From an optimization exercise on the open Yosys and OpenROAD flow, aimed at small area, a short achievable clock period and few clock cycles per item; shortcuts taken in it are not production practice.
RTL that was checked went through simulation tests only; none was proved equivalent to the original.
Power figures rest on the tool's default switching activity, not on a simulated workload.

== the baseline ==
==> flow/design.v <==
module sta_chan_est #(
   parameter int unsigned N_SC        = 52,
   parameter int unsigned DW          = 32,
   parameter int unsigned ALPHA_SHIFT = 1
) (
   input  logic            ap_clk,
   input  logic            ap_rst,
   input  logic [2*DW-1:0] in_stream_TDATA,
   input  logic            in_stream_TVALID,
   output logic            in_stream_TREADY,
   input  logic            in_stream_TLAST,
   input  logic [1:0]      mode,
   input  logic            init,
   output logic [2*DW-1:0] estStream_TDATA,
   output logic            estStream_TVALID,
   input  logic            estStream_TREADY,
   output logic            estStream_TLAST,
   output logic [31:0]     sym_count,
   output logic            len_err
);
   localparam int unsigned KW = $clog2(N_SC + 1);    
   localparam int unsigned W  = 2 * DW;
   localparam int unsigned TW = DW + 3;              
   function automatic logic [31:0] f_inc32(input logic [31:0] v);
      logic [31:0] pp;
      int          j;
      pp = v;
      for (int l = 0; l < 5; l++) begin
         for (int i = 0; i < 32; i++) begin
            if (((i >> l) & 1) == 1) begin
               j     = ((i >> l) << l) - 1;
               pp[i] = pp[i] & pp[j];
            end
         end
      end
      f_inc32 = v ^ {pp[30:0], 1'b1};
   endfunction
   function automatic logic [KW-1:0] f_inc(input logic [KW-1:0] v);
      f_inc = (v == KW'(N_SC - 1)) ? '0 : v + 1'b1;
   endfunction
   logic [N_SC*W-1:0] r_ring;           
   logic [KW-1:0]     r_rot;            
   logic              r_fresh;          
   logic              r_in_rdy;
   logic              r_c_v, r_c_last;
   logic [KW-1:0]     r_k;
   logic              r_klt;            
   logic              r_mode0, r_byp;   
   logic [W-1:0]      r_p, r_c;
   logic              r_hv;
   logic              r_flush, r_sel;
   logic              r_e1, r_e1_last, r_e1_err, r_e1_sel, r_e1_wr;
   logic [2*TW-1:0]   r_cs_s, r_cs_c;
   logic              r_o_v, r_o_last;
   logic [W-1:0]      r_o;
   logic              r_q1_v, r_q1_last, r_q1_err, r_q2_v, r_q2_last, r_q2_err;
   logic [W-1:0]      r_q1, r_q2;
   logic              r_len_err;
   logic [31:0]       r_sym;
   logic          w_first, w_acc, w_emit, w_wr, w_otake, w_pop, w_direct, w_push;
   assign w_first  = !r_c_v || r_c_last;
   assign w_acc    = in_stream_TVALID && r_in_rdy;
   assign w_emit   = r_flush || (w_acc && r_c_v && !r_c_last);
   assign w_wr     = w_emit && r_klt;
   assign w_otake  = !r_o_v || estStream_TREADY;
   assign w_pop    = w_otake && r_q1_v;
   assign w_direct = w_otake && !r_q1_v && r_e1;
   assign w_push   = r_e1 && !w_direct;
   logic          n_c_v, n_c_last, n_fresh, n_k_lt, n_aligned, n_hv, n_mode0, n_byp;
   logic          n_q1_v, n_q2_v, n_space;
   logic [KW-1:0] n_k;
   logic          a0_fresh, a1_fresh, a0_aligned, a1_aligned, a0_klt, a1_klt;
   logic [KW-1:0] a0_k, a1_k, a0_rot, a1_rot;
   always_comb begin
      a0_k       = r_k;
      a0_klt     = r_klt;
      a0_rot     = (r_fresh && r_flush && r_klt) ? f_inc(r_k) : f_inc(r_rot);
      a0_fresh   = r_fresh && !(r_flush && r_klt);
      a0_aligned = !a0_klt || a0_fresh || (a0_rot == a0_k);
      a1_k       = w_first ? '0 : ((r_k == KW'(N_SC)) ? r_k : r_k + 1'b1);
      a1_klt     = (a1_k != KW'(N_SC));
      a1_rot     = (r_fresh && r_c_v && r_klt) ? f_inc(r_k) : f_inc(r_rot);
      a1_fresh   = r_fresh && !(r_c_v && r_klt);
      a1_aligned = !a1_klt || a1_fresh || (a1_rot == a1_k);
      n_c_v     = w_acc ? 1'b1 : (r_flush ? 1'b0 : r_c_v);
      n_c_last  = w_acc ? in_stream_TLAST : r_c_last;
      n_k       = w_acc ? a1_k : a0_k;
      n_k_lt    = w_acc ? a1_klt : a0_klt;
      n_fresh   = w_acc ? a1_fresh : a0_fresh;
      n_aligned = w_acc ? a1_aligned : a0_aligned;
      n_mode0   = (w_acc && w_first) ? ((mode == 2'd0) || (mode == 2'd3)) : r_mode0;
      n_byp     = (w_acc && w_first) ? (mode == 2'd2) : r_byp;
      n_hv      = !init && (r_hv || r_flush);
      n_q2_v    = (r_q2_v && !w_pop) || (r_q1_v && !w_pop && w_push) || (r_q2_v && w_push);
      n_q1_v    = n_q2_v || (r_q1_v && !w_pop) || w_push || (r_q2_v && w_pop);
      n_space   = !n_q2_v && !(n_q1_v && w_emit);
   end
   logic [W-1:0]    w_y, w_n, w_h;
   logic [2*TW-1:0] n_cs_s, n_cs_c;
   assign w_n = r_c_last ? r_c : in_stream_TDATA;
   assign w_h = r_ring[W-1:0];
   always_comb begin
      logic [TW-1:0] a, b, n, h, s1, c1, s2, c2, t;
      for (int c = 0; c < 2; c++) begin
         a  = r_byp ? '0 : TW'($signed(r_p[c*DW +: DW]));
         b  = TW'($signed(r_c[c*DW +: DW])) << (r_byp ? 2 : 1);
         h  = r_sel ? (TW'($signed(w_h[c*DW +: DW])) << 2) : '0;
         n  = r_byp ? '0 : TW'($signed(w_n[c*DW +: DW]));
         s1 = a ^ b ^ h;
         c1 = ((a & b) | (a & h) | (b & h)) << 1;
         s2 = s1 ^ c1 ^ n;
         c2 = ((s1 & c1) | (s1 & n) | (c1 & n)) << 1;
         n_cs_s[c*TW +: TW] = s2;
         n_cs_c[c*TW +: TW] = c2;
         t = r_cs_s[c*TW +: TW] + r_cs_c[c*TW +: TW];
         w_y[c*DW +: DW] = r_e1_sel ? t[DW+2:3] : t[DW+1:2];
      end
   end
   always_ff @(posedge ap_clk) begin
      r_ring <= {r_ring[W-1:0], (r_e1_wr ? w_y : r_ring[N_SC*W-1 -: W]),
                 r_ring[(N_SC-1)*W-1:W]};
      r_cs_s <= n_cs_s;
      r_cs_c <= n_cs_c;
      if (w_acc) begin
         r_p <= w_first ? in_stream_TDATA : r_c;
         r_c <= in_stream_TDATA;
      end
      if (w_pop) begin
         if (r_q2_v) begin
            r_q1      <= r_q2;
            r_q1_last <= r_q2_last;
            r_q1_err  <= r_q2_err;
         end else if (w_push) begin
            r_q1      <= w_y;
            r_q1_last <= r_e1_last;
            r_q1_err  <= r_e1_err;
         end
      end else if (w_push && !r_q1_v) begin
         r_q1      <= w_y;
         r_q1_last <= r_e1_last;
         r_q1_err  <= r_e1_err;
      end
      if (w_push && (w_pop ? r_q2_v : r_q1_v)) begin
         r_q2      <= w_y;
         r_q2_last <= r_e1_last;
         r_q2_err  <= r_e1_err;
      end
      if (ap_rst) begin
         r_rot     <= '0;
         r_fresh   <= 1'b1;
         r_in_rdy  <= 1'b1;
         r_c_v     <= 1'b0;
         r_c_last  <= 1'b0;
         r_k       <= '0;
         r_klt     <= 1'b1;
         r_mode0   <= 1'b1;
         r_byp     <= 1'b0;
         r_hv      <= 1'b0;
         r_flush   <= 1'b0;
         r_sel     <= 1'b0;
         r_e1      <= 1'b0;
         r_e1_last <= 1'b0;
         r_e1_err  <= 1'b0;
         r_e1_sel  <= 1'b0;
         r_e1_wr   <= 1'b0;
         r_q1_v    <= 1'b0;
         r_q2_v    <= 1'b0;
         r_o       <= '0;
         r_o_v     <= 1'b0;
         r_o_last  <= 1'b0;
         r_len_err <= 1'b0;
         r_sym     <= '0;
      end else begin
         r_rot     <= w_acc ? a1_rot : a0_rot;
         r_fresh   <= n_fresh;
         r_in_rdy  <= !n_c_v || (n_aligned && n_space);
         r_c_v     <= n_c_v;
         r_c_last  <= n_c_last;
         r_k       <= n_k;
         r_klt     <= n_k_lt;
         r_mode0   <= n_mode0;
         r_byp     <= n_byp;
         r_hv      <= n_hv;
         r_flush   <= n_c_v && n_c_last && n_aligned && n_space;
         r_sel     <= n_hv && n_k_lt && n_mode0;
         r_e1      <= w_emit;
         r_e1_last <= r_c_last;
         r_e1_err  <= r_c_last && (r_k != KW'(N_SC - 1));
         r_e1_sel  <= r_sel;
         r_e1_wr   <= w_wr;
         r_q1_v <= n_q1_v;
         r_q2_v <= n_q2_v;
         if (w_otake) begin
            if (r_q1_v) begin
               r_o      <= r_q1;
               r_o_v    <= 1'b1;
               r_o_last <= r_q1_last;
               if (r_q1_last) begin
                  r_sym <= f_inc32(r_sym);
                  if (r_q1_err) r_len_err <= 1'b1;
               end
            end else begin
               r_o      <= w_y;
               r_o_v    <= r_e1;
               r_o_last <= r_e1_last;
               if (r_e1 && r_e1_last) begin
                  r_sym <= f_inc32(r_sym);
                  if (r_e1_err) r_len_err <= 1'b1;
               end
            end
         end
      end
   end
   assign in_stream_TREADY = r_in_rdy;
   assign estStream_TDATA  = r_o;
   assign estStream_TVALID = r_o_v;
   assign estStream_TLAST  = r_o_last;
   assign sym_count        = r_sym;
   assign len_err          = r_len_err;
endmodule
clock: 11.0 ns
lec_check: 0
cap_margin: 20
core_margin: 2
core_utilization: 30
cts_cluster_diameter: 80
cts_cluster_size: 30
place_density: 0.5
slew_margin: 20
standard.sh (not shown) runs the stock make flow with config.mk's settings and CLKGATE_MAP_FILE= SYNTH_SCRIPT=/design/flow/synth_recipe.tcl, a recipe that flattens the netlist after the stock synthesis.
==> flow/flow/run.sh <==
#!/bin/bash
set -euo pipefail
export SETUP_SLACK_MARGIN=7.8
bash standard.sh > standard_flow.log 2>&1
Testbench counts of the baseline, summed over its fixed seeds: cycles 16,664, items 16,640.
### the baseline -> the candidate
-- flow/design.v --
<<< the baseline, line 50
   logic              r_hv;
   logic              r_flush, r_sel;
   logic              r_e1, r_e1_last, r_e1_err, r_e1_sel, r_e1_wr;
   logic [2*TW-1:0]   r_cs_s, r_cs_c;
   logic              r_o_v, r_o_last;
>>> the candidate, line 50
   logic              r_hv;
   logic              r_flush, r_sel;
   logic              r_e1, r_e1_last, r_e1_err, r_e1_wr;
   logic [2*TW-1:0]   r_cs_s, r_cs_c;
   logic              r_o_v, r_o_last;
<<< the baseline, line 103
      logic [TW-1:0] a, b, n, h, s1, c1, s2, c2, t;
      for (int c = 0; c < 2; c++) begin
         a  = r_byp ? '0 : TW'($signed(r_p[c*DW +: DW]));
         b  = TW'($signed(r_c[c*DW +: DW])) << (r_byp ? 2 : 1);
         h  = r_sel ? (TW'($signed(w_h[c*DW +: DW])) << 2) : '0;
         n  = r_byp ? '0 : TW'($signed(w_n[c*DW +: DW]));
         s1 = a ^ b ^ h;
         c1 = ((a & b) | (a & h) | (b & h)) << 1;
>>> the candidate, line 103
      logic [TW-1:0] a, b, n, h, s1, c1, s2, c2, t;
      for (int c = 0; c < 2; c++) begin
         a  = r_byp ? '0 : (TW'($signed(r_p[c*DW +: DW])) << (r_sel ? 0 : 1));
         b  = TW'($signed(r_c[c*DW +: DW])) << (r_byp ? 3 : (r_sel ? 1 : 2));
         h  = r_sel ? (TW'($signed(w_h[c*DW +: DW])) << 2) : '0;
         n  = r_byp ? '0 : (TW'($signed(w_n[c*DW +: DW])) << (r_sel ? 0 : 1));
         s1 = a ^ b ^ h;
         c1 = ((a & b) | (a & h) | (b & h)) << 1;
<<< the baseline, line 114
         n_cs_c[c*TW +: TW] = c2;
         t = r_cs_s[c*TW +: TW] + r_cs_c[c*TW +: TW];
         w_y[c*DW +: DW] = r_e1_sel ? t[DW+2:3] : t[DW+1:2];
      end
   end
>>> the candidate, line 114
         n_cs_c[c*TW +: TW] = c2;
         t = r_cs_s[c*TW +: TW] + r_cs_c[c*TW +: TW];
         w_y[c*DW +: DW] = t[DW+2:3];
      end
   end
<<< the baseline, line 162
         r_e1_last <= 1'b0;
         r_e1_err  <= 1'b0;
         r_e1_sel  <= 1'b0;
         r_e1_wr   <= 1'b0;
         r_q1_v    <= 1'b0;
>>> the candidate, line 162
         r_e1_last <= 1'b0;
         r_e1_err  <= 1'b0;
         r_e1_wr   <= 1'b0;
         r_q1_v    <= 1'b0;
<<< the baseline, line 187
         r_e1_last <= r_c_last;
         r_e1_err  <= r_c_last && (r_k != KW'(N_SC - 1));
         r_e1_sel  <= r_sel;
         r_e1_wr   <= w_wr;
         r_q1_v <= n_q1_v;
>>> the candidate, line 186
         r_e1_last <= r_c_last;
         r_e1_err  <= r_c_last && (r_k != KW'(N_SC - 1));
         r_e1_wr   <= w_wr;
         r_q1_v <= n_q1_v;
- The candidate vs the baseline: share of cell area taken by muxes after synthesis up in the candidate
- Compared with the baseline, the candidate degrades synthesized area.
- Fraction of the mapped netlist area in compound gates: the candidate and the baseline compared, lower one is the candidate
- The multi-input combinational cell count on the candidate is in line with that on the baseline.
- From the baseline to the candidate the numbers moved as follows: overall power of the completed layout higher, fraction of the mapped netlist area in simple logic gates lower.
- Total number of vias of the baseline is on par with the candidate.
- The candidate vs. the baseline: clock share of power went up 2.0 points, met1 demand-to-capacity share in global routing saw an increase.
- The sequential cell area on the baseline is in line with that on the candidate.
- Worst supply voltage drop on vdd in the candidate is about 4.5% higher than in the baseline
- Looking only at combinational group share of total power, and setting everything else aside, the higher value of the candidate and the baseline goes to the baseline.
- Of the candidate and the baseline, the lower number of buffers added by the clock tree synthesis step belongs to the baseline.
- Worst setup slack: lower on the candidate
No functional check of the RTL was part of the candidate.

==> what the ideal ports hide <==
The flow's constraints put no driver on any port. The routed layouts listed below were extracted and timed again, unchanged, in two steps.
Step 1: set_driving_cell puts a clkbuf_16 on ap_clk and a buf_2 on each other input, an assumption about the parent block.
Step 2 times the ports against the registers' clock, not the clock port: input delays grow and output delays shrink by t, the midpoint of the rising clock arrivals with the driver on.
Slacks: ideal / step 1 / step 2; pairs: ideal / step 1.
| run | shift t [ns] | setup WS [ns] | worst setup path at the end |
|---|---|---|---|
| the baseline | 0.917 | 7.343 / 7.258 / 6.777 | input to register |
| the candidate | 0.956 | 7.316 / 7.224 / 6.798 | input to register |
After both steps every run listed still meets setup and hold. For the baseline, which loses most, drivers alone change the setup slack by -0.085 ns; drivers and shift together by -0.566 ns.
